What follows belongs to an exercise in optimizing a design on an open flow for small area; a production flow would make more cautious choices.
Only simulation tests tie the RTL to the original design; equivalence was not proved.
Power is estimated from default activity; no workload was simulated. No driver is modelled on the clock port, so clocking that relies on it looks cheaper here than on a real chip.

run 1:
Design vram_scanout, start of the top module:
module vram_scanout #(
  parameter int          H_ACTIVE = 640,
  parameter int          H_FP     = 16,
  parameter int          H_SYNC   = 96,
  parameter int          H_BP     = 48,
  parameter int          V_ACTIVE = 480,
  parameter int          V_FP     = 10,
  parameter int          V_SYNC   = 2,
  parameter int          V_BP     = 33,
  parameter int          PIX_DIV  = 4,
  parameter logic [7:0]  FG_COLOR = 8'hFF,
  parameter logic [7:0]  BG_COLOR = 8'h00
) (
  input  logic                clk_i,
  input  logic                rst_ni,
  input  logic [H_ACTIVE-1:0] vram_rd_data_i,
  output logic [8:0]          vram_addr_o,
  output logic                vram_turn_o,
  output logic                pix_en_o,
  output logic                hsync_o,
  output logic                vsync_o,
  output logic [7:0]          rgb_o,
  output logic                frame_start_o
);
Size in the first run: roughly 1700 cells after synthesis, ~660 I/O pins, roughly 19000 sq um of cells after synthesis.
Settings: LEC_CHECK=0, CAP_MARGIN=20, CORE_MARGIN=2, CORE_UTILIZATION=50, CTS_BUF_LIST=sky130_fd_sc_hd__clkbuf_4 sky130_fd_sc_hd__clkbuf_8, SLEW_MARGIN=20; clock period 10.0 ns.
run.sh (not shown) runs the stock make flow with config.mk's settings and CLKGATE_MAP_FILE= SYNTH_SCRIPT=/design/flow/synth_recipe.tcl, a recipe that flattens the netlist after the stock synthesis.
diff inputs: run 1 => run 2
Settings: clearing CTS_BUF_LIST, which used to be sky130_fd_sc_hd__clkbuf_4 sky130_fd_sc_hd__clkbuf_8.
==> flow/flow/run.sh (new file) <==
#!/bin/bash
set -euo pipefail
export BUFFER_PORTS_ARGS="-buffer_cell sky130_fd_sc_hd__buf_1"
export CTS_ARGS="-sink_clustering_enable -repair_clock_nets -dont_use_dummy_load -sink_clustering_size 30 -sink_clustering_max_diameter 150"
bash standard.sh > make_flow.log 2>&1
==> flow/standard.sh (new file) <==
#!/bin/bash
# synth_recipe.tcl (not shown) runs the flow's synth.tcl, then flattens the netlist and writes it again
# the make line also repeats each setting of config.mk as NAME=value (left out here)
make -C /OpenROAD-flow-scripts/flow DESIGN_CONFIG=/design/flow/config.mk WORK_HOME=/design/flow/orfs CLKGATE_MAP_FILE= SYNTH_SCRIPT=/design/flow/synth_recipe.tcl "${@:-finish}"
removed: flow/run.sh
### Flow results
- Final cell area: run 2 below run 1
- Routed metal-1 wire length: run 2 lower than run 1
- Of run 2 and run 1, it is run 2 that has the higher sequential cell fraction of total power.
- Run 2 ends up with a total wire length after detailed routing that is 4000 um lower than in run 1.
- Run 1 tops out at a lower clock frequency than run 2.
- Type of the worst setup path = reg2out: run 1; type of the worst setup path = in2reg: run 2
Changes in run 3 relative to run 2:
==> flow/flow/run.sh <==
#!/bin/bash
# Standard ORFS layout, with the smallest buffer on each port and no CTS dummy loads.
set -euo pipefail
export BUFFER_PORTS_ARGS="-buffer_cell sky130_fd_sc_hd__buf_1"
export CTS_ARGS="-sink_clustering_enable -repair_clock_nets -dont_use_dummy_load"
bash standard.sh > make_flow.log 2>&1
==> summary.txt <==
Looking at post-synthesis to final-layout area growth across run 2 and run 3, the one that comes out lower is run 2. Design area ends up lower on run 2. Clock-buffer cell count sits higher in run 3 than in run 2. Comparing run 2 against run 3, there is no change at all in number of flip-flops and latches in the synthesized netlist. Run 2 has a higher maximum frequency from static timing analysis than run 3. [compare] base=run 2 new=run 3: power after layout has increased; data required time at the worst endpoint has decreased; worst setup slack has decreased. As far as aggregate negative setup slack goes, run 3 and run 2 are indistinguishable; the numbers are identical. Relative to run 2, the first-iteration DRC count measured on run 3 has decreased slightly. Compared with run 2, run 3 degrades total routed wirelength.
#### Input delta (run 4 over run 3)
==> flow/run.sh (new file) <==
#!/bin/bash
# synth_recipe.tcl (not shown) runs the flow's synth.tcl, then flattens the netlist and writes it again
# the make line also repeats each setting of config.mk as NAME=value (left out here)
make -C /OpenROAD-flow-scripts/flow DESIGN_CONFIG=/design/flow/config.mk WORK_HOME=/design/flow/orfs CLKGATE_MAP_FILE= SYNTH_SCRIPT=/design/flow/synth_recipe.tcl finish
removed: flow/flow/run.sh
removed: flow/standard.sh
## What came out
- Run 4 completed every stage of the flow, and the final layout passed the timing, design-rule and antenna checks.
- Delay of the slowest cell on the worst path in run 4 vs run 3: up 0.26 ns
- Against run 3, power in run 4 rose by more than 10%.
- Sort run 4 and run 3 by first-pass GRT wire length desc -> top: run 4
- Maximum vdd drop: run 4 vs run 3 up 36 uV

## static timing again, ports no longer ideal
The flow's constraints put no driver on any port. The routed layouts listed below were extracted and timed again, unchanged, in two steps. Step 1 assumes that a clkbuf_16 drives the clock port and a buf_2 every other input. Step 2 moves the port delays by t, midway between the first and last clock arrival at a register: inputs arrive t later, outputs are due t later. That takes back most of the time a late clock gives input paths. Slacks: no drivers / after step 1 / after step 2; pairs: no drivers / after step 1.
| run | t, ns | setup WS [ns] | clock arrival spread, ns | worst slew at a driven data input, ns |
|---|---|---|---|---|
| run 1 | 0.700 | 5.783 / 5.730 / 5.229 | 0.024 / 0.024 | 0.16 |
| run 2 | 0.637 | 6.091 / 6.109 / 5.472 | 0.034 / 0.034 | 0.15 |
| run 3 | 0.609 | 6.066 / 6.081 / 5.472 | 0.036 / 0.036 | 0.14 |
| run 4 | 0.617 | 5.848 / 5.818 / 5.243 | 0.016 / 0.016 | 0.16 |
After both steps setup and hold are still met in every run listed. For run 2, which loses most, drivers alone change the setup slack by +0.018 ns; drivers and shift together by -0.619 ns.
